What follows belongs to an exercise in optimizing a design on an open flow for small area and a short achievable clock period; a production flow would make more cautious choices.
Function was checked by simulation only, so behaviour that the tests miss may differ from the original.

==> design.v <==
package mdu_pkg;
  typedef enum logic [3:0] {
    MDU_MULT  = 4'd1,
    MDU_MULTU = 4'd2,
    MDU_DIV   = 4'd3,
    MDU_DIVU  = 4'd4,
    MDU_MTHI  = 4'd5,
    MDU_MTLO  = 4'd6
  } mdu_op_e;
  typedef enum logic {
    S_IDLE = 1'b0,
    S_RUN  = 1'b1
  } mdu_state_e;
  localparam int unsigned MULT_CYCLES_DEF = 5;
  localparam int unsigned DIV_CYCLES_DEF  = 10;
endpackage
module mdu_booth_row (
  input  logic        ext_i,     
  input  logic        cin_i,     
  input  logic [32:0] acc_i,
  input  logic [32:0] m_i,
  input  logic [2:0]  y_i,
  output logic [32:0] acc_o,
  output logic [1:0]  p_o,
  output logic        c33_o      
);
  logic        neg, one, two;
  logic [34:0] a, mx, mx2, b, s;
  assign neg = y_i[2];
  assign one = y_i[1] ^ y_i[0];
  assign two = (y_i[2] & ~y_i[1] & ~y_i[0]) | (~y_i[2] & y_i[1] & y_i[0]);
  assign a   = {ext_i, ext_i, acc_i};
  assign mx  = {m_i[32], m_i[32], m_i};
  assign mx2 = {m_i[32], m_i, 1'b0};
  assign b   = (({35{one}} & mx) | ({35{two}} & mx2)) ^ {35{neg}};
  genvar k;
  generate
    for (k = 0; k < 35; k++) begin : g_fa
      logic ci, co;
      if (k == 0) begin : g_first
        assign ci = neg | cin_i;
      end else begin : g_next
        assign ci = g_fa[k-1].co;
      end
      assign s[k] = a[k] ^ b[k] ^ ci;
      assign co   = (a[k] & b[k]) | (a[k] & ci) | (b[k] & ci);
    end
  endgenerate
  assign acc_o = s[34:2];
  assign p_o   = s[1:0];
  assign c33_o = g_fa[32].co;
endmodule
module mdu_booth_step (
  input  logic [32:0] acc_i,
  input  logic [32:0] m_i,
  input  logic [6:0]  y_i,
  input  logic        sel_i,
  input  logic [32:0] acc2_i,
  input  logic        cin2_i,
  output logic [34:0] s2_o,
  output logic        c33_o,     
  output logic [32:0] acc_o,
  output logic [5:0]  p_o
);
  logic [32:0] a1, a2, b2;
  logic        c33_0, c33_1;
  assign b2 = ({33{sel_i}} & acc2_i) | ({33{~sel_i}} & a2);
  mdu_booth_row u_r0 (.ext_i(acc_i[32]), .cin_i(1'b0), .acc_i(acc_i), .m_i(m_i), .y_i(y_i[2:0]), .acc_o(a1), .p_o(p_o[1:0]), .c33_o(c33_0));
  mdu_booth_row u_r1 (.ext_i(a1[32]), .cin_i(1'b0), .acc_i(a1), .m_i(m_i), .y_i(y_i[4:2]), .acc_o(a2), .p_o(p_o[3:2]), .c33_o(c33_1));
  mdu_booth_row u_r2 (.ext_i(a2[32] & ~sel_i), .cin_i(cin2_i), .acc_i(b2), .m_i(m_i), .y_i(y_i[6:4]), .acc_o(acc_o), .p_o(p_o[5:4]), .c33_o(c33_o));
  assign s2_o = {acc_o, p_o[5:4]};
endmodule
module mdu_div_row (
  input  logic [31:0] r_i,
  input  logic        d_i,
  input  logic [31:0] x_i,
  input  logic        cin_i,
  output logic [31:0] r_o,
  output logic        q_o
);
  logic [32:0] p, t;
  assign p = {r_i, d_i};
  genvar k;
  generate
    for (k = 0; k < 32; k++) begin : g_fa
      logic ci, co;
      if (k == 0) begin : g_first
        assign ci = cin_i;
      end else begin : g_next
        assign ci = g_fa[k-1].co;
      end
      assign t[k] = p[k] ^ x_i[k] ^ ci;
      assign co   = (p[k] & x_i[k]) | (p[k] & ci) | (x_i[k] & ci);
    end
  endgenerate
  assign t[32] = ~(p[32] ^ g_fa[31].co);
  assign q_o = p[32] | g_fa[31].co;
  assign r_o = ({32{q_o}} & t[31:0]) | ({32{~q_o}} & p[31:0]);
endmodule
module mdu_div_step (
  input  logic [31:0] r_i,
  input  logic [2:0]  d_i,
  input  logic [31:0] x_i,
  input  logic        cin_i,
  output logic [31:0] r_o,
  output logic [2:0]  q_o
);
  logic [31:0] r1, r2;
  mdu_div_row u_r0 (.r_i(r_i), .d_i(d_i[2]), .x_i(x_i), .cin_i(cin_i), .r_o(r1),  .q_o(q_o[2]));
  mdu_div_row u_r1 (.r_i(r1),  .d_i(d_i[1]), .x_i(x_i), .cin_i(cin_i), .r_o(r2),  .q_o(q_o[1]));
  mdu_div_row u_r2 (.r_i(r2),  .d_i(d_i[0]), .x_i(x_i), .cin_i(cin_i), .r_o(r_o), .q_o(q_o[0]));
endmodule
module mdu_cneg (
  input  logic        en_i,
  input  logic [31:0] x_i,
  output logic [31:0] y_o
);
  genvar k;
  generate
    for (k = 0; k < 32; k++) begin : g_bit
      logic any_o;
      if (k == 0) begin : g_first
        assign y_o[k] = x_i[k];
        assign any_o  = x_i[k];
      end else begin : g_next
        assign y_o[k] = x_i[k] ^ (en_i & g_bit[k-1].any_o);
        assign any_o  = g_bit[k-1].any_o | x_i[k];
      end
    end
  endgenerate
endmodule
module mdu_ctrl #(
  parameter int unsigned MULT_CYCLES = mdu_pkg::MULT_CYCLES_DEF,
  parameter int unsigned DIV_CYCLES  = mdu_pkg::DIV_CYCLES_DEF
) (
  input  logic        clk,
  input  logic        reset,
  input  logic        start,
  input  logic [3:0]  op,
  input  logic [31:0] rs,
  input  logic [31:0] rt,
  input  logic        out_sel,
  input  logic        flush,
  output logic        busy,
  output logic [31:0] out
);
  logic        busy_q;
  logic [3:0]  cnt_q;
  logic        div_q;      
  logic        smul_q;     
  logic        aneg_q;     
  logic        cin_q;      
  logic        yprev_q;    
  logic [31:0] x_q;        
  logic        wr_q;       
  logic [32:0] a_q;        
  logic [31:0] q_q;        
  logic [31:0] hi_q, lo_q;
  logic        op_mul, op_div, op_smul, op_sdiv, accept;
  logic        qneg;
  logic        aneg, bneg;
  logic        last, fin, hold, mmode;
  logic [32:0] x_d, acc_in, acc_o;
  logic [34:0] s2;
  logic        dsel, c33;
  logic [6:0]  y_in;
  logic [5:0]  p_o;
  logic        dq3;
  logic [31:0] r3, r4;
  logic [2:0]  dq_o;
  logic        neg_en, nsel_rs, nsel_x, nsel_q;
  logic [31:0] neg_in, neg_out;
  assign op_mul  = (op == mdu_pkg::MDU_MULT) || (op == mdu_pkg::MDU_MULTU);
  assign op_div  = (op == mdu_pkg::MDU_DIV)  || (op == mdu_pkg::MDU_DIVU);
  assign op_smul = (op == mdu_pkg::MDU_MULT);
  assign op_sdiv = (op == mdu_pkg::MDU_DIV);
  assign accept  = start & ~flush & ~busy_q;
  assign aneg    = op_sdiv & rs[31];
  assign bneg    = op_sdiv & rt[31];
  assign last  = (cnt_q == 4'(MULT_CYCLES - 1));
  assign fin   = busy_q & (div_q ? (cnt_q == 4'(DIV_CYCLES - 1)) : last);
  assign hold  = cnt_q[3];
  assign mmode = busy_q ? ~div_q : ~op_div;
  assign x_d = busy_q ? {div_q | (smul_q & x_q[31]), x_q}
             : {op_div | (op_smul & rt[31]), rt ^ {32{op_div & ~bneg}}};
  assign qneg = aneg_q ^ ~cin_q;
  mdu_div_step u_div (
    .r_i   (a_q[31:0]),
    .d_i   (q_q[31:29]),
    .x_i   (x_q),
    .cin_i (cin_q),
    .r_o   (r3),
    .q_o   (dq_o)
  );
  assign dsel   = busy_q & div_q;
  assign acc_in = busy_q ? a_q : 33'd0;
  assign y_in   = ~busy_q ? {rs[5:0] & {6{~op_div}}, 1'b0}
                : div_q ? 7'b0010000
                : last ? {{4{smul_q & q_q[1]}}, q_q[1:0], yprev_q}
                : {q_q[5:0], yprev_q};
  mdu_booth_step u_mul (
    .acc_i (acc_in),
    .m_i   (x_d),
    .y_i   (y_in),
    .sel_i (dsel),
    .acc2_i({r3, q_q[28]}),
    .cin2_i(dsel & cin_q),
    .s2_o  (s2),
    .c33_o (c33),
    .acc_o (acc_o),
    .p_o   (p_o)
  );
  assign dq3 = c33;
  assign r4  = ({32{dq3}} & s2[31:0]) | ({32{~dq3}} & {r3[30:0], q_q[28]});
  assign nsel_rs = ~reset & ~busy_q;
  assign nsel_x  = ~reset & busy_q & div_q & cnt_q[0];
  assign nsel_q  = ~reset & busy_q & ~(div_q & cnt_q[0]);
  assign neg_in  = ({32{nsel_rs}} & rs) | ({32{nsel_x}} & x_q) | ({32{nsel_q}} & q_q);
  assign neg_en = ~busy_q ? aneg : (cnt_q[0] ? aneg_q : qneg);
  mdu_cneg u_neg (.en_i(neg_en), .x_i(neg_in), .y_o(neg_out));
  always_ff @(posedge clk) begin
    if (busy_q && div_q && hold && !cnt_q[0]) begin
      x_q <= a_q[31:0];
    end else begin
      x_q <= x_d[31:0];
    end
    if (!busy_q) begin
      cnt_q   <= 4'd0;
      div_q   <= op_div;
      smul_q  <= op_smul;
      aneg_q  <= aneg;
      wr_q    <= (rt != 32'd0);
      cin_q   <= ~bneg;
    end else begin
      cnt_q   <= cnt_q + 4'd1;
    end
    yprev_q <= busy_q ? q_q[5] : rs[5];
    if (!busy_q || !div_q) begin
      a_q <= acc_o;
    end else begin
      a_q <= {acc_o[32], r4};    
    end
    if (mmode) begin
      q_q <= {p_o, neg_out[31:6]};
    end else if (busy_q && !hold) begin
      q_q <= {q_q[27:0], dq_o, dq3};
    end else begin
      q_q <= neg_out;
    end
  end
  always_ff @(posedge clk) begin
    if (reset) begin
      busy_q <= 1'b0;
    end else if (!busy_q) begin
      busy_q <= accept & (op_mul | op_div);
    end else if (fin) begin
      busy_q <= 1'b0;
    end
  end
  always_ff @(posedge clk) begin
    if (reset || (!busy_q && accept && op == mdu_pkg::MDU_MTHI) ||
        (fin && div_q && wr_q)) begin
      hi_q <= neg_out;
    end else if (fin && !div_q) begin
      hi_q <= {acc_o[27:0], p_o[5:2]};
    end
    if (reset || (!busy_q && accept && op == mdu_pkg::MDU_MTLO)) begin
      lo_q <= neg_out;
    end else if (fin && !div_q) begin
      lo_q <= {p_o[1:0], q_q[31:2]};
    end else if (fin && wr_q) begin
      lo_q <= q_q;
    end
  end
  assign out  = out_sel ? lo_q : hi_q;
  assign busy = busy_q;
endmodule
==> flow/run.sh <==
#!/bin/bash
# Layout flow: the standard flow (standard.sh) with these changes:
#  - synthesis maps with flow/abc_area.script, an area-oriented ABC script,
#  - synthesis skips Yosys's early generic ABC pass (SYNTH_ARGS=-noabc), so
#    the full adders written in the RTL reach extract_fa as written,
#  - the port buffers are buf_1 cells,
#  - clock tree synthesis uses clkbuf_4/clkbuf_8, larger sink clusters and no
#    dummy loads.
# Every tool's output stays in the ORFS logs under orfs/logs; make's own output
# goes to flow_make.log.
set -euo pipefail
rm -rf scripts_local
cp -r "$FLOW_HOME/scripts" scripts_local
cp flow/abc_area.script scripts_local/abc_area.script
bash standard.sh SCRIPTS_DIR="$PWD/scripts_local" SYNTH_ARGS=-noabc \
  "BUFFER_PORTS_ARGS=-buffer_cell sky130_fd_sc_hd__buf_1" SETUP_SLACK_MARGIN=88.6 \
  "CTS_ARGS=-sink_clustering_enable -repair_clock_nets -dont_use_dummy_load -buf_list {sky130_fd_sc_hd__clkbuf_4 sky130_fd_sc_hd__clkbuf_8} -sink_clustering_size 30 -sink_clustering_max_diameter 100" \
  finish > flow_make.log 2>&1
==> flow/abc_area.script <==
strash
&get -n
&st
&dch
&nf -R 1000
&put
strash
dch
amap
strash
dch
amap
==> standard.sh <==
#!/bin/bash
# synth_recipe.tcl (not shown) runs the flow's synth.tcl, then flattens the netlist and writes it again
# the make line also repeats each setting of config.mk as NAME=value (left out here)
make -C /OpenROAD-flow-scripts/flow DESIGN_CONFIG=/design/flow/config.mk WORK_HOME=/design/flow/orfs CLKGATE_MAP_FILE= SYNTH_SCRIPT=/design/flow/synth_recipe.tcl "${@:-finish}"
==> config.mk <==
export PLATFORM = sky130hd
export DESIGN_NAME = mdu_ctrl
export DESIGN_NICKNAME = mdu_ctrl
export VERILOG_FILES = /design/flow/design.v
export SDC_FILE = /design/flow/constraint.sdc
export NUM_CORES = 4
export LEC_CHECK = 0
export ABC_AREA = 1
export CAP_MARGIN = 20
export CORE_MARGIN = 2
export CORE_UTILIZATION = 40
export SLEW_MARGIN = 20
==> constraint.sdc <==
create_clock -name core_clock -period 150.0 [get_ports {clk}]
set_input_delay 30.0000 -clock core_clock [delete_from_list [all_inputs] [get_ports {clk}]]
set_output_delay 30.0000 -clock core_clock [all_outputs]
set_load 0.01 [all_outputs]
==> impl_metrics.env, run 1 <==
export IMPL_outcome="timing/DRC/antenna clean"
export IMPL_synth_nets=1973
export IMPL_synthFlopType="dfxtp_1"
export IMPL_hold_violations=0
export IMPL_period_share=0.407
export IMPL_row_count=71
export IMPL_ys_warn_count=1
export IMPL_synth_seq_cells=172
export IMPL_drtAntennaViolNets=0
export IMPL_hold_end="cnt_q[2]"
export IMPL_worstPathArrival_ps=31010
export IMPL_synthDistinctLibCells=35
export IMPL_fp_dieW_um=199
export IMPL_synth_top_family_by_area="compound AO/OA/AOI/OAI gates"
export IMPL_start_util=0.405
export IMPL_synth_mux_area_frac=0
export IMPL_ios=106
export IMPL_dp_hpwl_um=40700
export IMPL_clk_latency_ps=480
export IMPL_grt_max_degree=72
export IMPL_portBuffers=105
export IMPL_holdPathStages=1
export IMPL_cts_buffers=17
export IMPL_fin_skew_ps=35.6
export IMPL_max_stage_delay_ps=330
export IMPL_synth_fa_ha_area_frac=0.264
export IMPL_worstPathRequired_ps=120000
export IMPL_synth_top_cell_by_area="fa_1"
export IMPL_synthTopCellsByArea="fa_1 (26%), edfxtp_1 (14%), dfxtp_1 (14%)"
export IMPL_syn_area_mm2=0.0153
export IMPL_fin_nets=2142
export IMPL_synth_xor_area_frac=0
export IMPL_synth_compound_area_frac=0.315
export IMPL_cap_violations=0
export IMPL_routabilityCongestion=0.944
export IMPL_syn_inst=1697
export IMPL_area_growth_pct=11.7
export IMPL_critPathMaxFanout=33
export IMPL_slew_headroom=0.280
export IMPL_hp_start="cnt_q[2]"
export IMPL_crit_path_end_kind="output port"
export IMPL_clock_path_buffers=2
export IMPL_gr_total_overflow=0
export IMPL_synth_simple_gate_area_share=0.125
export IMPL_crit_path_top_delay_cell="buf_4"
export IMPL_synth_top_area_frac=0.260
export IMPL_holdWs_ps=525
export IMPL_dieArea_mm2=0.0397
export IMPL_r2r_end="a_q[31]"
export IMPL_synth_edff_count=69
export IMPL_wl_per_cell_um=23.3
export IMPL_multiInputGateArea_mm2=0.0109
export IMPL_cts_sinks=172
export IMPL_layout_common_cells="o22ai_1 (257), nor2_1 (248), fa_1 (198), o21ai_0 (160), nand2_1 (150)"
export IMPL_drt_iter0_drc=1786
export IMPL_drc=0
export IMPL_grt_usage=0.284
export IMPL_slew_viol_final=0
export IMPL_vias_per_cell=6.28
export IMPL_critical_path_class="in2out"
export IMPL_r2r_cells=141
export IMPL_fillers=3793
export IMPL_max_freq_ghz=0.0164
export IMPL_start_kind="primary input"
export IMPL_ctsHoldBuffers=0
export IMPL_routed_wl_um=55200
export IMPL_coreArea_mm2=0.0377
export IMPL_drive_gt1_frac=0.0477
export IMPL_mostFrequentLayoutCell="o22ai_1"
export IMPL_finalCriticalPeriod_ps=61010
export IMPL_setup_tns_ps=0
export IMPL_syn_avg_cell_area_um2=9.00
export IMPL_vias=14900
export IMPL_seq_area_mm2=0.00414
export IMPL_worst_pin_slew_ps=1070
export IMPL_firstDrtPassIters=9
export IMPL_antenna_found_initial=3
export IMPL_grt_pass1_vias=14600
export IMPL_yosysSeqAreaShare=0.271
export IMPL_timing_rr_start="cin_q"
export IMPL_synth_async_sr_flop_share=0
export IMPL_grt_pass1_wl_um=85600
export IMPL_setup_viol=0
export IMPL_cts_reportedPaths_clkPinSlew_ps=80
export IMPL_final_util=0.453
export IMPL_path_cells="buf_1, buf_4, inv_4, a22o_1, buf_1"
export IMPL_rrSetupSlack_ps=90180
export IMPL_diodes=0
export IMPL_rsz0062_at_grt="true"
export IMPL_root_buffer="clkbuf_8"
export IMPL_hold_class="reg2reg"
export IMPL_htree_levels=4
export IMPL_worst_path_most_repeated_cell="buf_1"
export IMPL_die_y_um=199
export IMPL_cts_tree="built"
logic make-up (layout without fill, tap and decap cells):
logic type | Yosys count | in the layout
compound gates | 751 | 751
simple gates | 467 | 467
fa+ha+maj | 203 | 203
flops | 172 | 172
buf+inv | 104 | 271
state kept, by name, summed over array words and instances (netlist names):
register	cells
cnt_q	4
wr_q	1
hi_q	32
yprev_q	1
q_q	32
smul_q	1
cin_q	1
x_q	32
a_q	33
aneg_q	1
lo_q	32
div_q	1
busy_q	1
synth_stat cells (3+ instances only):
master and count:
a21oi_1 137, a221oi_1 5, a222oi_1 32, a22o_1 42, a22oi_1 13, and3_1 7, clkinv_1 104, dfxtp_1 103
edfxtp_1 69, fa_1 198, ha_1 5, nand2_1 150, nand3_1 4, nor2_1 254, nor2b_1 28, nor3_1 8
nor4_1 3, o21a_1 10, o21ai_0 160, o221ai_1 3, o22a_1 35, o22ai_1 259, o32ai_1 43, or2_0 6
or4_1 4
worst max-delay path, delay by kind of cell:
kind / cells / cell delay (ps)
compound gates: 1 / 250
buf+inv: 4 / 730
stage by stage:
step,setup WS [ps],std cells,cell area [um2]
finish,88990,2375,17000
global route,88520,2375,17000
CTS,88620,2370,17000
detailed placement,88160,2353,16700
global placement,88230,2353,16700
floorplan,88950,1697,15300
per-layer routing:
metal	track usage	vias up	wire, um
met5	0	-	40
met4	0.0793	6	1250
met3	0.0604	95	5250
met2	0.456	759	25700
met1	0.388	7213	23000
li1	-	6836	-
worst max path at each step:
stage / start / cells after the start / endpoint
final: out_sel / 5 / out[30]
after CTS: out_sel / 5 / out[30]
after global routing: cin_q / 141 / a_q[31]
after detailed placement: out_sel / 5 / out[30]
after floorplan: cin_q / 138 / a_q[31]
after global placement: out_sel / 5 / out[30]
cell type report:
cell class | count | area share
multi-input combinational | 1421 | 0.639
timing repair buffer | 150 | 0.0437
clock buffer | 17 | 0.0137
tap | 511 | 0.0375
inverter | 104 | 0.0233
sequential | 172 | 0.243
what timing repair did:
action	4_1_cts	5_1_grt
endpoints found under the setup margin	32	66
setup buffers	0	5
gates resized for setup	1	8
==> run 2: changes to the inputs <==
--- a/flow/run.sh
+++ b/flow/run.sh
@@ -13,6 +13,6 @@
 cp -r "$FLOW_HOME/scripts" scripts_local
 cp flow/abc_area.script scripts_local/abc_area.script
 bash standard.sh SCRIPTS_DIR="$PWD/scripts_local" SYNTH_ARGS=-noabc \
-  "BUFFER_PORTS_ARGS=-buffer_cell sky130_fd_sc_hd__buf_1" SETUP_SLACK_MARGIN=88.6 \
+  "BUFFER_PORTS_ARGS=-buffer_cell sky130_fd_sc_hd__buf_1" \
   "CTS_ARGS=-sink_clustering_enable -repair_clock_nets -dont_use_dummy_load -buf_list {sky130_fd_sc_hd__clkbuf_4 sky130_fd_sc_hd__clkbuf_8} -sink_clustering_size 30 -sink_clustering_max_diameter 100" \
   finish > flow_make.log 2>&1
==> impl_metrics.env, run 2 <==
export IMPL_routed_wl_um=55600
export IMPL_synthDistinctLibCells=35
export IMPL_layout_common_cells="o22ai_1 (257), nor2_1 (249), fa_1 (198), o21ai_0 (160), nand2_1 (150)"
export IMPL_grtUsageMet1=0.388
export IMPL_finalCriticalPeriod_ps=61790
export IMPL_rrSetupSlack_ps=89100
export IMPL_synth_edff_count=69
export IMPL_grt_pass1_vias=14500
export IMPL_synth_top_cell_by_area="fa_1"
export IMPL_ctsHoldBuffers=0
export IMPL_dp_hpwl_um=40700
export IMPL_synthTopCellsByArea="fa_1 (26%), edfxtp_1 (14%), dfxtp_1 (14%)"
export IMPL_setup_viol=0
export IMPL_yosysSeqAreaShare=0.271
export IMPL_ios=106
export IMPL_path_cells="buf_1, buf_4, clkinv_1, a22o_1, buf_1"
export IMPL_hold_class="reg2reg"
export IMPL_drive_gt1_frac=0.0430
export IMPL_setup_ws_ps=88210
export IMPL_wl_per_cell_um=23.5
export IMPL_synthMostInstantiatedCell="o22ai_1"
export IMPL_cts_tree="built"
export IMPL_vias=15100
export IMPL_use_met2=0.448
export IMPL_routabilityCongestion=0.906
export IMPL_clock_path_buffers=2
export IMPL_ys_warn_count=1
export IMPL_fin_nets=2137
export IMPL_worstPathRequired_ps=120000
export IMPL_vias_per_cell=6.37
export IMPL_root_buffer="clkbuf_8"
export IMPL_crit_path_top_delay_cell="clkinv_1"
export IMPL_synth_seq_cells=172
export IMPL_period_share=0.412
export IMPL_syn_avg_cell_area_um2=9.00
export IMPL_clk_latency_ps=510
export IMPL_post_cts_resized=0
export IMPL_hold_violations=0
export IMPL_top_register="a_q"
export IMPL_antenna_found_initial=1
export IMPL_dieArea_mm2=0.0397
export IMPL_crit_path_end_kind="output port"
export IMPL_critical_path_class="in2out"
export IMPL_synth_top_area_frac=0.260
export IMPL_cts_setup_buffers=0
export IMPL_post_place_ws_ps=88130
export IMPL_row_count=71
export IMPL_die_y_um=199
export IMPL_slew_headroom=0.338
export IMPL_grt_pass1_wl_um=85700
export IMPL_syn_area_mm2=0.0153
export IMPL_synthTopCellsByCount="o22ai_1 (259), nor2_1 (254), fa_1 (198)"
export IMPL_fin_skew_ps=27.7
export IMPL_grt_usage=0.285
export IMPL_cap_violations=0
export IMPL_area_growth_pct=11.2
export IMPL_cts_sinks=172
export IMPL_synthFlopType="dfxtp_1"
export IMPL_slew_viol_final=0
export IMPL_drtAntennaViolNets=0
export IMPL_coreArea_mm2=0.0377
export IMPL_largest_reg_flops=33
export IMPL_outcome="timing/DRC/antenna clean"
export IMPL_worst_path_most_repeated_cell="buf_1"
export IMPL_cts_buffers=17
export IMPL_worstPathArrival_ps=31790
export IMPL_drc=0
export IMPL_worst_pin_slew_ps=987
export IMPL_synth_async_sr_flop_share=0
export IMPL_fillers=3723
export IMPL_critPathMaxFanout=33
export IMPL_portBuffers=105
export IMPL_start_util=0.405
export IMPL_firstDrtPassIters=9
export IMPL_gr_usage_met3=0.0493
export IMPL_drt_iter0_drc=1753
export IMPL_syn_inst=1697
export IMPL_grt_max_degree=72
export IMPL_max_stage_delay_ps=770
export IMPL_start_kind="primary input"
export IMPL_fp_dieW_um=199
export IMPL_htree_levels=4
export IMPL_max_freq_ghz=0.0162
export IMPL_setup_tns_ps=0
export IMPL_synth_nets=1973
export IMPL_gr_total_overflow=0
export IMPL_grt_busiest_layer="met2"
export IMPL_mostFrequentLayoutCell="o22ai_1"
export IMPL_rsz0062_at_grt="false"
export IMPL_cts_reportedPaths_clkPinSlew_ps=100
run 2: cell counts after synthesis:
Identical to the previous run, type by type.
run 2: final cells by class:
| class | count | area, um2 | area share |
|---|---|---|---|
| Antenna cell | 1 | 2.50 | 0.000147 |
| Clock buffer | 17 | 234 | 0.0138 |
| Inverter | 104 | 390 | 0.0230 |
| Multi-Input combinational cell | 1421 | 10900 | 0.641 |
| Sequential cell | 172 | 4140 | 0.244 |
| Tap cell | 511 | 639 | 0.0377 |
| Timing Repair Buffer | 145 | 694 | 0.0409 |
run 2: worst paths after layout:
| kind | from | to | depth (start not counted) |
|---|---|---|---|
| setup / recovery | out_sel | out[30] | 5 |
| hold / removal | a_q[0] | x_q[0] | 2 |
| setup reg to reg | cin_q | a_q[31] | 142 |
| hold reg to reg | a_q[0] | x_q[0] | 2 |
run 2: per-layer routing:
metal	vias up	wire [um]
met5	-	0
met4	0	2160
met3	130	4860
met2	787	25300
met1	7357	23300
li1	6830	-
run 2: stage by stage:
| stage | hold slack [ps] | utilization | instances | cell area (um2) |
|---|---|---|---|---|
| after floorplan | 457 | - | 1697 | 15300 |
| after global placement | 498 | 0.444 | 2353 | 16700 |
| after detailed placement | 512 | 0.444 | 2353 | 16700 |
| after CTS | 520 | 0.451 | 2370 | 17000 |
| after global routing | 559 | 0.451 | 2371 | 17000 |
| final | 513 | 0.451 | 2371 | 17000 |
run 2: critical path, delay by kind of cell:
kind | cells | cell delay, ps
buffers and inverters | 4 | 1290
AO/OA/AOI/OAI | 1 | 480
run 2: kinds of logic after synthesis:
logic type,synth area share
AO/OA/AOI/OAI,0.315
AND/OR/NAND/NOR,0.125
adder cells (fa/ha/maj),0.264
flip-flops,0.271
buffers and inverters,0.0256
==> run 3: changes to the inputs <==
--- a/design.v
+++ b/design.v
@@ -169,6 +169,8 @@
   logic [31:0] r3, r4;
   logic [2:0]  dq_o;
   logic        neg_en, nsel_rs, nsel_x, nsel_q;
+  logic        hsel_n, hsel_m, hsel_h, lsel_n, lsel_m, lsel_q, lsel_h;
+  logic [31:0] hi_d, lo_d;
   logic [31:0] neg_in, neg_out;
   assign op_mul  = (op == mdu_pkg::MDU_MULT) || (op == mdu_pkg::MDU_MULTU);
   assign op_div  = (op == mdu_pkg::MDU_DIV)  || (op == mdu_pkg::MDU_DIVU);
@@ -257,20 +259,20 @@
       busy_q <= 1'b0;
     end
   end
+  assign hsel_n = reset | (~busy_q & accept & (op == mdu_pkg::MDU_MTHI)) | (fin & div_q & wr_q);
+  assign hsel_m = ~reset & fin & ~div_q;
+  assign hsel_h = ~hsel_n & ~hsel_m;
+  assign lsel_n = reset | (~busy_q & accept & (op == mdu_pkg::MDU_MTLO));
+  assign lsel_m = ~reset & fin & ~div_q;
+  assign lsel_q = ~reset & fin & div_q & wr_q;
+  assign lsel_h = ~lsel_n & ~lsel_m & ~lsel_q;
+  assign hi_d = ({32{hsel_n}} & neg_out) | ({32{hsel_m}} & {acc_o[27:0], p_o[5:2]})
+              | ({32{hsel_h}} & hi_q);
+  assign lo_d = ({32{lsel_n}} & neg_out) | ({32{lsel_m}} & {p_o[1:0], q_q[31:2]})
+              | ({32{lsel_q}} & q_q) | ({32{lsel_h}} & lo_q);
   always_ff @(posedge clk) begin
-    if (reset || (!busy_q && accept && op == mdu_pkg::MDU_MTHI) ||
-        (fin && div_q && wr_q)) begin
-      hi_q <= neg_out;
-    end else if (fin && !div_q) begin
-      hi_q <= {acc_o[27:0], p_o[5:2]};
-    end
-    if (reset || (!busy_q && accept && op == mdu_pkg::MDU_MTLO)) begin
-      lo_q <= neg_out;
-    end else if (fin && !div_q) begin
-      lo_q <= {p_o[1:0], q_q[31:2]};
-    end else if (fin && wr_q) begin
-      lo_q <= q_q;
-    end
+    hi_q <= hi_d;
+    lo_q <= lo_d;
   end
   assign out  = out_sel ? lo_q : hi_q;
   assign busy = busy_q;
--- a/flow/run.sh
+++ b/flow/run.sh
@@ -13,6 +13,6 @@
 cp -r "$FLOW_HOME/scripts" scripts_local
 cp flow/abc_area.script scripts_local/abc_area.script
 bash standard.sh SCRIPTS_DIR="$PWD/scripts_local" SYNTH_ARGS=-noabc \
-  "BUFFER_PORTS_ARGS=-buffer_cell sky130_fd_sc_hd__buf_1" \
+  "BUFFER_PORTS_ARGS=-buffer_cell sky130_fd_sc_hd__buf_1" SETUP_SLACK_MARGIN=88.95 \
   "CTS_ARGS=-sink_clustering_enable -repair_clock_nets -dont_use_dummy_load -buf_list {sky130_fd_sc_hd__clkbuf_4 sky130_fd_sc_hd__clkbuf_8} -sink_clustering_size 30 -sink_clustering_max_diameter 100" \
   finish > flow_make.log 2>&1
==> impl_metrics.env, run 3 <==
export IMPL_portBuffers=105
export IMPL_synth_edff_count=5
export IMPL_start_kind="primary input"
export IMPL_synthFlopType="dfxtp_1"
export IMPL_synthTopCellsByArea="fa_1 (27%), dfxtp_1 (22%), o22ai_1 (12%)"
export IMPL_area_growth_pct=12.7
export IMPL_worst_pin_slew_ps=1020
export IMPL_r2r_end="a_q[31]"
export IMPL_fp_dieW_um=197
export IMPL_setup_viol=0
export IMPL_synth_nets=2043
export IMPL_ctsHoldBuffers=0
export IMPL_rrSetupSlack_ps=90850
export IMPL_mostFrequentLayoutCell="o22ai_1"
export IMPL_period_share=0.406
export IMPL_start_util=0.407
export IMPL_fin_nets=2217
export IMPL_hp_start="lo_q[2]"
export IMPL_critPathMaxFanout=21
export IMPL_dp_hpwl_um=42300
export IMPL_holdPathStages=2
export IMPL_grt_max_degree=71
export IMPL_timing_rr_start="cin_q"
export IMPL_cap_violations=0
export IMPL_worstPathRequired_ps=120000
export IMPL_coreArea_mm2=0.0367
export IMPL_drt_iter0_drc=1753
export IMPL_routed_wl_um=57400
export IMPL_ios=106
export IMPL_r2r_cells=143
export IMPL_row_count=70
export IMPL_wl_per_cell_um=23.9
export IMPL_worst_path_buf_inv=5
export IMPL_htree_levels=4
export IMPL_hold_end="lo_q[2]"
export IMPL_top_register="a_q"
export IMPL_diodes=0
export IMPL_antenna_found_initial=1
export IMPL_path_delay_family="buffers and inverters"
export IMPL_gr_total_overflow=0
export IMPL_firstDrtPassIters=7
export IMPL_vias_per_cell=6.40
export IMPL_synthMostInstantiatedCell="o22ai_1"
export IMPL_synth_seq_cells=172
export IMPL_finalCriticalPeriod_ps=60930
export IMPL_cts_buffers=17
export IMPL_layout_common_cells="o22ai_1 (283), nor2_1 (204), fa_1 (198), o21ai_0 (183), nand2_1 (176)"
export IMPL_dieArea_mm2=0.0389
export IMPL_crit_path_end_kind="output port"
export IMPL_synth_top_cell_by_area="fa_1"
export IMPL_routabilityCongestion=0.908
export IMPL_syn_avg_cell_area_um2=8.45
export IMPL_syn_area_mm2=0.0149
export IMPL_yosysSeqAreaShare=0.234
export IMPL_largest_reg_flops=33
export IMPL_cts_tree="built"
export IMPL_final_util=0.459
export IMPL_synth_top_area_frac=0.265
export IMPL_grt_pass1_wl_um=89100
export IMPL_worstPathArrival_ps=30930
export IMPL_critical_path_class="in2out"
export IMPL_max_freq_ghz=0.0164
export IMPL_path_cells="buf_2, buf_12, clkinv_8, buf_16, o22ai_1, buf_1"
export IMPL_clock_path_buffers=2
export IMPL_crit_path_top_delay_cell="o22ai_1"
export IMPL_rsz0062_at_grt="false"
export IMPL_outcome="timing/DRC/antenna clean"
export IMPL_hold_violations=0
export IMPL_grt_usage=0.299
export IMPL_slew_viol_final=0
export IMPL_cts_sinks=172
export IMPL_fin_skew_ps=36.7
export IMPL_cts_reportedPaths_clkPinSlew_ps=80
export IMPL_synthDistinctLibCells=37
export IMPL_drc=0
export IMPL_synthTopCellsByCount="o22ai_1 (287), nor2_1 (210), fa_1 (198)"
export IMPL_ys_warn_count=1
export IMPL_die_y_um=197
export IMPL_drtAntennaViolNets=0
export IMPL_clk_latency_ps=520
export IMPL_grt_pass1_vias=14700
export IMPL_vias=15400
export IMPL_max_stage_delay_ps=190
export IMPL_setup_tns_ps=0
export IMPL_drive_gt1_frac=0.0505
export IMPL_synth_async_sr_flop_share=0
export IMPL_slew_headroom=0.317
export IMPL_root_buffer="clkbuf_8"
export IMPL_syn_inst=1767
export IMPL_hold_class="reg2reg"
run 3: cell types whose count changed in the layout (fill, tap and decap cells not counted), sizes merged, moves of 8 or more:
cell and change:
o221ai +18, a221o +30, a22oi -8, edfxtp -64
nand2 +26, o32ai -28, nor2 -44, o21ai +23
clkinv +42, a22o -27, o22ai +28, a21oi +17
dfxtp +64
run 3: final cells by class:
cell class	count	area (um2)
clock buffers	17	234
inverters	148	584
repair buffers	155	895
multi-input cells	1447	11000
well taps	468	586
fillers	3678	19900
flip-flops and latches	172	3490
run 3: what timing repair did:
action | CTS | global route
gates resized for setup | 10 | 15
pin swaps | 0 | 1
setup endpoints to repair | 60 | 39
buffers inserted | 0 | 9
cloned | 1 | 1
run 3: tightest hold or removal path: cells and delay by family, from the launching register on:
family / cells / cell delay [ps]
buf+inv: 1 / 50
compound gates: 1 / 70
flops: 1 / 310
run 3: worst max path at each step:
stage | startpoint | end | slack [ps] | depth (start not counted)
floorplan | cin_q | a_q[31] | 89050 | 139
global placement | out_sel | out[25] | 87620 | 5
detailed placement | out_sel | out[3] | 88190 | 6
CTS | out_sel | out[3] | 88940 | 6
global route | cin_q | a_q[31] | 88910 | 143
finish | out_sel | out[3] | 89070 | 6
run 3: per-layer routing:
layer  vias to the layer above  part of all wire  global-route usage  routed length (um)
li1                       7025                 -                   -                   -
met1                      7498              0.43               0.418               24700
met2                       785              0.45               0.466               25900
met3                        87             0.091              0.0592                5220
met4                         0             0.028              0.0977                1610
met5                         -                 0                   0                   0
run 3: logic make-up (layout without fill, tap and decap cells):
group | count (synthesis) | in the layout | synth area share
fa+ha+maj | 203 | 203 | 0.270
flops | 172 | 172 | 0.234
simple gates | 450 | 450 | 0.123
buf+inv | 148 | 320 | 0.0372
compound gates | 794 | 794 | 0.336
run 3: through the flow:
step	worst slack, ps	std cells	hold WS (ps)	instance area (um2)
floorplan	89050	1767	442	15000
CTS	88940	2396	473	16700
finish	89070	2407	467	16800
global placement	87620	2377	453	16300
detailed placement	88190	2378	459	16400
global route	88910	2407	504	16800
==> run 4: changes to the inputs <==
--- a/flow/run.sh
+++ b/flow/run.sh
@@ -13,6 +13,6 @@
 cp -r "$FLOW_HOME/scripts" scripts_local
 cp flow/abc_area.script scripts_local/abc_area.script
 bash standard.sh SCRIPTS_DIR="$PWD/scripts_local" SYNTH_ARGS=-noabc \
-  "BUFFER_PORTS_ARGS=-buffer_cell sky130_fd_sc_hd__buf_1" SETUP_SLACK_MARGIN=88.95 \
+  "BUFFER_PORTS_ARGS=-buffer_cell sky130_fd_sc_hd__buf_1" SETUP_SLACK_MARGIN=88.6 \
   "CTS_ARGS=-sink_clustering_enable -repair_clock_nets -dont_use_dummy_load -buf_list {sky130_fd_sc_hd__clkbuf_4 sky130_fd_sc_hd__clkbuf_8} -sink_clustering_size 30 -sink_clustering_max_diameter 100" \
   finish > flow_make.log 2>&1
==> impl_metrics.env, run 4 <==
export IMPL_cts_reportedPaths_clkPinSlew_ps=80
export IMPL_start_util=0.407
export IMPL_synth_simple_gate_area_share=0.123
export IMPL_dr_wl_met2_um=26300
export IMPL_outcome="timing/DRC/antenna clean"
export IMPL_cap_violations=0
export IMPL_row_count=70
export IMPL_worstPathArrival_ps=31250
export IMPL_dieArea_mm2=0.0389
export IMPL_synthDistinctLibCells=37
export IMPL_antenna_found_initial=2
export IMPL_max_freq_ghz=0.0163
export IMPL_synth_compound_area_frac=0.336
export IMPL_die_y_um=197
export IMPL_root_buffer="clkbuf_8"
export IMPL_synth_mux_area_frac=0
export IMPL_synth_fa_ha_area_frac=0.270
export IMPL_r2r_end="a_q[31]"
export IMPL_area_growth_pct=11.9
export IMPL_crit_path_end_kind="output port"
export IMPL_period_share=0.408
export IMPL_start_kind="primary input"
export IMPL_grt_max_degree=72
export IMPL_worst_pin_slew_ps=1170
export IMPL_timing_rr_start="cin_q"
export IMPL_drtAntennaViolNets=0
export IMPL_critPathMaxFanout=33
export IMPL_wl_met1_um=24100
export IMPL_ctsHoldBuffers=0
export IMPL_synthMostInstantiatedCell="o22ai_1"
export IMPL_r2r_cells=144
export IMPL_yosysSeqAreaShare=0.234
export IMPL_clk_latency_ps=500
export IMPL_vias_per_cell=6.43
export IMPL_firstDrtPassIters=8
export IMPL_finalCriticalPeriod_ps=61250
export IMPL_synthTopCellsByArea="fa_1 (27%), dfxtp_1 (22%), o22ai_1 (12%)"
export IMPL_portBuffers=105
export IMPL_rsz0062_at_grt="false"
export IMPL_coreArea_mm2=0.0367
export IMPL_fin_skew_ps=30.4
export IMPL_synth_top_family_by_area="compound AO/OA/AOI/OAI gates"
export IMPL_ios=106
export IMPL_critical_path_class="in2out"
export IMPL_synth_async_sr_flop_share=0
export IMPL_grt_pass1_wl_um=89300
export IMPL_synth_top_cell_by_area="fa_1"
export IMPL_synthTopCellsByCount="o22ai_1 (287), nor2_1 (210), fa_1 (198)"
export IMPL_grt_pass1_vias=14900
export IMPL_worstPathRequired_ps=120000
export IMPL_drt_iter0_drc=1875
export IMPL_setup_viol=0
export IMPL_synth_seq_cells=172
export IMPL_synthFlopType="dfxtp_1"
export IMPL_critical_path_endpoint="out[1]"
export IMPL_synth_top_area_frac=0.265
export IMPL_synth_edff_count=5
export IMPL_setup_tns_ps=0
export IMPL_routed_top_layer="met4"
export IMPL_cts_sinks=172
export IMPL_dp_hpwl_um=42500
export IMPL_layout_common_cells="o22ai_1 (283), nor2_1 (204), fa_1 (198), o21ai_0 (183), nand2_1 (176)"
export IMPL_fp_dieW_um=197
export IMPL_htree_levels=4
export IMPL_grt_usage=0.300
export IMPL_routabilityCongestion=0.940
export IMPL_syn_area_mm2=0.0149
export IMPL_vias=15500
export IMPL_drc=0
export IMPL_fin_nets=2211
export IMPL_hp_start="lo_q[0]"
export IMPL_wl_met3_um=5520
export IMPL_rrSetupSlack_ps=90460
export IMPL_wl_per_cell_um=24.0
export IMPL_routed_wl_um=57800
export IMPL_hold_class="reg2reg"
export IMPL_largest_reg_flops=33
export IMPL_top_register="a_q"
export IMPL_cts_buffers=17
export IMPL_crit_start="out_sel"
export IMPL_drive_gt1_frac=0.0466
export IMPL_mostFrequentLayoutCell="o22ai_1"
export IMPL_syn_avg_cell_area_um2=8.45
export IMPL_synth_xor_area_frac=0
export IMPL_syn_inst=1767
export IMPL_hold_violations=0
export IMPL_ys_warn_count=1
export IMPL_cts_tree="built"
export IMPL_slew_headroom=0.221
export IMPL_final_util=0.455
export IMPL_synth_nets=2043
export IMPL_slew_viol_final=0
export IMPL_clock_path_buffers=2
export IMPL_gr_total_overflow=0
[run 4: critical path: stages]
cell and delay, ps:
buf_1 90, buf_6 290, clkinv_4 230, buf_16 210, o22ai_1 210, buf_1 180
[run 4: kinds of logic (layout without fill, tap and decap cells)]
family,Yosys count,in the layout
AO/OA/AOI/OAI,794,794
adder cells (fa/ha/maj),203,203
buffers and inverters,148,314
flip-flops,172,172
other,0,2
AND/OR/NAND/NOR,450,450
[run 4: routing by layer]
metal	GRT usage	vias to the layer above
met1	0.408	7556
met4	0.109	0
li1	-	7027
met2	0.475	765
met3	0.0586	105
met5	0	-
[run 4: area by class of cell]
class | instances | area (um2)
clock buffers | 17 | 234
well taps | 468 | 586
flip-flops and latches | 172 | 3490
repair buffers | 149 | 777
multi-input cells | 1447 | 11000
diodes | 2 | 5.00
inverters | 148 | 568
fillers | 3698 | 20000
[run 4: timing repair]
action | CTS | global route
endpoints found under the hold margin | 0 | 0
setup endpoints to repair | 45 | 38
setup buffers | 0 | 6
pin swaps | 0 | 1
gates resized for setup | 3 | 13
[run 4: how the worst min path moves through the flow]
| stage | end | slack, ps | cells past startpoint |
|---|---|---|---|
| after floorplan | lo_q[0] | 440 | 2 |
| after global placement | lo_q[0] | 450 | 2 |
| after detailed placement | lo_q[0] | 470 | 2 |
| after CTS | lo_q[0] | 480 | 2 |
| after global routing | lo_q[0] | 520 | 2 |
| final | lo_q[0] | 480 | 2 |
[run 4: through the flow]
| stage | hold WS (ps) | area, um2 | setup WS, ps | cells |
|---|---|---|---|---|
| after floorplan | 442 | 15000 | 88620 | 1767 |
| final | 476 | 16700 | 88750 | 2403 |
| after detailed placement | 465 | 16400 | 88160 | 2378 |
| after CTS | 477 | 16600 | 88620 | 2395 |
| after global placement | 454 | 16300 | 87690 | 2377 |
| after global routing | 515 | 16700 | 88610 | 2401 |
==> run 5: changes to the inputs <==
--- a/flow/run.sh
+++ b/flow/run.sh
@@ -14,5 +14,5 @@
 cp flow/abc_area.script scripts_local/abc_area.script
 bash standard.sh SCRIPTS_DIR="$PWD/scripts_local" SYNTH_ARGS=-noabc \
   "BUFFER_PORTS_ARGS=-buffer_cell sky130_fd_sc_hd__buf_1" SETUP_SLACK_MARGIN=88.6 \
-  "CTS_ARGS=-sink_clustering_enable -repair_clock_nets -dont_use_dummy_load -buf_list {sky130_fd_sc_hd__clkbuf_4 sky130_fd_sc_hd__clkbuf_8} -sink_clustering_size 30 -sink_clustering_max_diameter 100" \
+  "CTS_ARGS=-sink_clustering_enable -repair_clock_nets -dont_use_dummy_load -buf_list {sky130_fd_sc_hd__clkbuf_4 sky130_fd_sc_hd__clkbuf_8} -sink_clustering_size 40 -sink_clustering_max_diameter 160" \
   finish > flow_make.log 2>&1
==> impl_metrics.env, run 5 <==
export IMPL_fin_skew_ps=30.4
export IMPL_gr_total_overflow=0
export IMPL_grt_max_degree=72
export IMPL_setup_viol=0
export IMPL_finalCriticalPeriod_ps=61250
export IMPL_routabilityCongestion=0.940
export IMPL_synthDistinctLibCells=37
export IMPL_cts_sinks=172
export IMPL_yosysSeqAreaShare=0.234
export IMPL_start_util=0.407
export IMPL_cap_violations=0
export IMPL_area_growth_pct=11.9
export IMPL_drc=0
export IMPL_largest_reg_flops=33
export IMPL_slew_viol_final=0
export IMPL_crit_path_end_kind="output port"
export IMPL_critPathMaxFanout=33
export IMPL_wl_per_cell_um=24.0
export IMPL_synth_nets=2043
export IMPL_grt_pass1_wl_um=89300
export IMPL_fp_dieW_um=197
export IMPL_max_freq_ghz=0.0163
export IMPL_synth_top_cell_by_area="fa_1"
export IMPL_final_util=0.455
export IMPL_portBuffers=105
export IMPL_row_count=70
export IMPL_synthMostInstantiatedCell="o22ai_1"
export IMPL_worstPathRequired_ps=120000
export IMPL_drtAntennaViolNets=0
export IMPL_synth_edff_count=5
export IMPL_syn_avg_cell_area_um2=8.45
export IMPL_slew_headroom=0.221
export IMPL_ctsHoldBuffers=0
export IMPL_htree_levels=4
export IMPL_worstPathArrival_ps=31250
export IMPL_setup_tns_ps=0
export IMPL_cts_reportedPaths_clkPinSlew_ps=80
export IMPL_layout_common_cells="o22ai_1 (283), nor2_1 (204), fa_1 (198), o21ai_0 (183), nand2_1 (176)"
export IMPL_drt_iter0_drc=1875
export IMPL_grt_pass1_vias=14900
export IMPL_dieArea_mm2=0.0389
export IMPL_cts_tree="built"
export IMPL_syn_inst=1767
export IMPL_antenna_found_initial=2
export IMPL_root_buffer="clkbuf_8"
export IMPL_holdWs_ps=476
export IMPL_drive_gt1_frac=0.0466
export IMPL_die_y_um=197
export IMPL_ios=106
export IMPL_cts_buffers=17
export IMPL_synth_seq_cells=172
export IMPL_clock_path_buffers=2
export IMPL_rsz0062_at_grt="false"
export IMPL_start_kind="primary input"
export IMPL_synth_top_area_frac=0.265
export IMPL_hold_violations=0
export IMPL_synthFlopType="dfxtp_1"
export IMPL_top_register="a_q"
export IMPL_hold_class="reg2reg"
export IMPL_firstDrtPassIters=8
export IMPL_synth_async_sr_flop_share=0
export IMPL_grt_usage=0.300
export IMPL_period_share=0.408
export IMPL_vias_per_cell=6.43
export IMPL_synthTopCellsByArea="fa_1 (27%), dfxtp_1 (22%), o22ai_1 (12%)"
export IMPL_coreArea_mm2=0.0367
export IMPL_ys_warn_count=1
export IMPL_dp_hpwl_um=42500
export IMPL_synthTopCellsByCount="o22ai_1 (287), nor2_1 (210), fa_1 (198)"
export IMPL_critical_path_class="in2out"
export IMPL_routed_wl_um=57800
export IMPL_fin_nets=2211
export IMPL_outcome="timing/DRC/antenna clean"
export IMPL_syn_area_mm2=0.0149
export IMPL_worst_pin_slew_ps=1170
export IMPL_vias=15500
export IMPL_clk_latency_ps=500
export IMPL_mostFrequentLayoutCell="o22ai_1"
[run 5: cell counts in the layout (fill, tap and decap cells not counted)]
Identical to the previous run, type by type.
[run 5: final timing paths]
kind | from | to | slack [ps] | cells past startpoint
max reg2reg | cin_q | a_q[31] | 90460 | 144
min reg2reg | lo_q[0] | lo_q[0] | 480 | 2
max | out_sel | out[1] | 88750 | 6
min | lo_q[0] | lo_q[0] | 480 | 2
[run 5: through the flow]
| step | instance area, um2 | std cells | worst slack, ps |
|---|---|---|---|
| 3_5_place_dp | 16400 | 2378 | 88160 |
| 2_1_floorplan | 15000 | 1767 | 88620 |
| 6_report | 16700 | 2403 | 88750 |
| 4_1_cts | 16600 | 2395 | 88620 |
| 3_3_place_gp | 16300 | 2377 | 87690 |
| 5_1_grt | 16700 | 2401 | 88610 |
[run 5: cell type report]
class | instances | area, um2
antenna | 2 | 5.00
clock buffer | 17 | 234
fill | 3698 | 20000
inverter | 148 | 568
multi-input combinational | 1447 | 11000
sequential | 172 | 3490
tap | 468 | 586
timing repair buffer | 149 | 777
[run 5: cells by family (layout without fill, tap and decap cells)]
kind of cell / after synthesis / in the layout / synth area share
AND/OR/NAND/NOR: 450 / 450 / 0.123
flip-flops: 172 / 172 / 0.234
adder cells (fa/ha/maj): 203 / 203 / 0.270
other: 0 / 2 / 0
AO/OA/AOI/OAI: 794 / 794 / 0.336
buffers and inverters: 148 / 314 / 0.0372
[run 5: critical path, stage by stage]
cell and delay, ps:
buf_1 90, buf_6 290, clkinv_4 230, buf_16 210, o22ai_1 210, buf_1 180
[run 5: routing by layer]
metal  up-vias  track usage  routed length (um)
met5         -            0                   0
met4         0        0.109                1830
met3       105       0.0586                5520
met2       765        0.475               26300
met1      7556        0.408               24100
li1       7027            -                   -
[run 5: timing repair]
action | in CTS | in global routing
resized for setup | 3 | 13
setup buffers | 0 | 6
pin swaps | 0 | 1
endpoints found under the setup margin | 45 | 38
==> run 6: changes to the inputs <==
==> flow/run.sh (replaced) <==
#!/bin/bash
# Layout flow: the standard flow (standard.sh, the ORFS make flow) with
# these changes:
#  - synthesis maps with flow/abc_area.script, an area-oriented ABC script,
#  - synthesis skips Yosys's early generic ABC pass (SYNTH_ARGS=-noabc), so
#    the full adders written in the RTL reach extract_fa as written,
#  - the port buffers are buf_1 cells,
#  - clock tree synthesis uses clkbuf_4/clkbuf_8, larger sink clusters and no
#    dummy loads,
#  - repair_timing aims for 88.6 ns of setup slack (SETUP_SLACK_MARGIN), which
#    shortens the few longest register-to-register paths.
# The clock, the SDC and the rest of the flow are the standard ones.
# Every tool's output stays in its ORFS log under orfs/logs/; make's own output
# goes to flow_make.log in this folder.
set -euo pipefail
rm -rf scripts_local
cp -r "$FLOW_HOME/scripts" scripts_local
cp flow/abc_area.script scripts_local/abc_area.script
bash standard.sh SCRIPTS_DIR="$PWD/scripts_local" SYNTH_ARGS=-noabc \
  "BUFFER_PORTS_ARGS=-buffer_cell sky130_fd_sc_hd__buf_1" SETUP_SLACK_MARGIN=88.6 \
  "CTS_ARGS=-sink_clustering_enable -repair_clock_nets -dont_use_dummy_load -buf_list {sky130_fd_sc_hd__clkbuf_4 sky130_fd_sc_hd__clkbuf_8} -sink_clustering_size 30 -sink_clustering_max_diameter 100" \
  finish > flow_make.log 2>&1
==> impl_metrics.env, run 6 <==
export IMPL_root_buffer="clkbuf_8"
export IMPL_drtAntennaViolNets=0
export IMPL_hold_class="reg2reg"
export IMPL_cts_buffers=17
export IMPL_worstPathRequired_ps=120000
export IMPL_ys_warn_count=1
export IMPL_holdWs_ps=476
export IMPL_synthFlopType="dfxtp_1"
export IMPL_synth_edff_count=5
export IMPL_fin_nets=2211
export IMPL_top_register="a_q"
export IMPL_portBuffers=105
export IMPL_rsz0062_at_grt="false"
export IMPL_grt_pass1_wl_um=89300
export IMPL_dieArea_mm2=0.0389
export IMPL_setup_viol=0
export IMPL_cap_violations=0
export IMPL_synthTopCellsByCount="o22ai_1 (287), nor2_1 (210), fa_1 (198)"
export IMPL_syn_avg_cell_area_um2=8.45
export IMPL_period_share=0.408
export IMPL_clock_path_buffers=2
export IMPL_routabilityCongestion=0.940
export IMPL_clk_latency_ps=500
export IMPL_r2r_end="a_q[31]"
export IMPL_slew_headroom=0.221
export IMPL_synthMostInstantiatedCell="o22ai_1"
export IMPL_fp_dieW_um=197
export IMPL_area_growth_pct=11.9
export IMPL_grt_usage=0.300
export IMPL_drive_gt1_frac=0.0466
export IMPL_crit_path_end_kind="output port"
export IMPL_hold_violations=0
export IMPL_synth_async_sr_flop_share=0
export IMPL_rrSetupSlack_ps=90460
export IMPL_routed_wl_um=57800
export IMPL_synth_nets=2043
export IMPL_vias_per_cell=6.43
export IMPL_cts_tree="built"
export IMPL_largest_reg_flops=33
export IMPL_vias=15500
export IMPL_firstDrtPassIters=8
export IMPL_setup_tns_ps=0
export IMPL_gr_total_overflow=0
export IMPL_worst_pin_slew_ps=1170
export IMPL_layout_common_cells="o22ai_1 (283), nor2_1 (204), fa_1 (198), o21ai_0 (183), nand2_1 (176)"
export IMPL_seq_area_mm2=0.00349
export IMPL_max_freq_ghz=0.0163
export IMPL_synth_top_cell_by_area="fa_1"
export IMPL_critical_path_class="in2out"
export IMPL_synth_top_area_frac=0.265
export IMPL_grt_pass1_vias=14900
export IMPL_outcome="timing/DRC/antenna clean"
export IMPL_syn_area_mm2=0.0149
export IMPL_multiInputGateArea_mm2=0.0110
export IMPL_finalCriticalPeriod_ps=61250
export IMPL_drt_iter0_drc=1875
export IMPL_synth_seq_cells=172
export IMPL_holdPathStages=2
export IMPL_mostFrequentLayoutCell="o22ai_1"
export IMPL_cts_sinks=172
export IMPL_die_y_um=197
export IMPL_wl_per_cell_um=24.0
export IMPL_drc=0
export IMPL_antenna_found_initial=2
export IMPL_r2r_cells=144
export IMPL_fin_skew_ps=30.4
export IMPL_row_count=70
export IMPL_hp_start="lo_q[0]"
export IMPL_worstPathArrival_ps=31250
export IMPL_synthDistinctLibCells=37
export IMPL_start_util=0.407
export IMPL_htree_levels=4
export IMPL_hold_end="lo_q[0]"
export IMPL_syn_inst=1767
export IMPL_ios=106
export IMPL_coreArea_mm2=0.0367
export IMPL_synthTopCellsByArea="fa_1 (27%), dfxtp_1 (22%), o22ai_1 (12%)"
export IMPL_critPathMaxFanout=33
export IMPL_fillers=3698
export IMPL_slew_viol_final=0
export IMPL_cts_reportedPaths_clkPinSlew_ps=80
export IMPL_yosysSeqAreaShare=0.234
export IMPL_start_kind="primary input"
export IMPL_grt_max_degree=72
export IMPL_timing_rr_start="cin_q"
export IMPL_dp_hpwl_um=42500
-- run 6: cell counts in the layout (fill, tap and decap cells not counted) --
Identical to the previous run, type by type.
-- run 6: repair_timing --
item / in CTS / in global routing
pin swaps: 0 / 1
setup buffers: 0 / 6
endpoints found under the setup margin: 45 / 38
resized for setup: 3 / 13
hold buffers: 0 / 0
-- run 6: layer usage --
| layer | up-vias | share of wire | GRT usage |
|---|---|---|---|
| met5 | - | 0 | 0 |
| met4 | 0 | 0.032 | 0.109 |
| met3 | 105 | 0.096 | 0.0586 |
| met2 | 765 | 0.46 | 0.475 |
| met1 | 7556 | 0.42 | 0.408 |
| li1 | 7027 | - | - |
-- run 6: per-stage QoR --
| stage | setup WS [ps] | area (um2) | std cells | util |
|---|---|---|---|---|
| 2_1_floorplan | 88620 | 15000 | 1767 | - |
| 3_3_place_gp | 87690 | 16300 | 2377 | 0.445 |
| 3_5_place_dp | 88160 | 16400 | 2378 | 0.446 |
| 4_1_cts | 88620 | 16600 | 2395 | 0.452 |
| 5_1_grt | 88610 | 16700 | 2401 | 0.455 |
| 6_report | 88750 | 16700 | 2403 | 0.455 |
-- run 6: cell families after synthesis --
family	count (synthesis)	share of synthesized area
compound gates	794	0.336
simple gates	450	0.123
fa+ha+maj	203	0.270
flops	172	0.234
buf+inv	148	0.0372
-- run 6: worst max path at each step --
stage | end | from | depth (start not counted) | slack (ps)
finish | out[1] | out_sel | 6 | 88750
global route | a_q[31] | cin_q | 144 | 88610
CTS | out[1] | out_sel | 6 | 88620
detailed placement | out[1] | out_sel | 6 | 88160
global placement | out[25] | out_sel | 5 | 87690
floorplan | a_q[31] | cin_q | 139 | 88620
-- run 6: area by class of cell --
type                            count  share of cell area
Clock buffer                       17              0.0140
Timing Repair Buffer              149              0.0465
Multi-Input combinational cell   1447               0.661
Inverter                          148              0.0340
Antenna cell                        2            0.000300
Sequential cell                   172               0.209
Tap cell                          468              0.0351
-- run 6: critical path: stages --
cell      delay [ps]
buf_1             90
buf_6            290
clkinv_4         230
buf_16           210
o22ai_1          210
buf_1            180

## re-timing with driven ports
The flow's constraints put no driver on any port. The routed layouts listed below were extracted and timed again, unchanged, in two steps.
Step 1 assumes that a clkbuf_16 drives the clock port and a buf_2 every other input.
Step 2 times the ports against the registers' clock, not the clock port: input delays grow and output delays shrink by t, the midpoint of the rising clock arrivals with the driver on.
a / b / c = ideal / step 1 / step 2; a / b = the first two.
run	shift t [ns]	slack for setup (ns)	worst register clock-pin slew, ns	pins driven straight from the clock port
run 1	0.516	88.991 / 88.969 / 88.969	0.11 / 0.11	1
run 2	0.545	88.209 / 88.179 / 88.179	0.10 / 0.10	1
run 3	0.544	89.073 / 89.052 / 89.052	0.10 / 0.10	1
run 4	0.540	88.753 / 88.730 / 88.730	0.11 / 0.11	1
run 5	0.540	88.753 / 88.730 / 88.730	0.11 / 0.11	1
run 6	0.540	88.753 / 88.730 / 88.730	0.11 / 0.11	1
After both steps setup and hold are still met in every run listed. The setup slack of run 2, which loses most, moves by -0.030 ns with the drivers and by -0.030 ns with both steps.
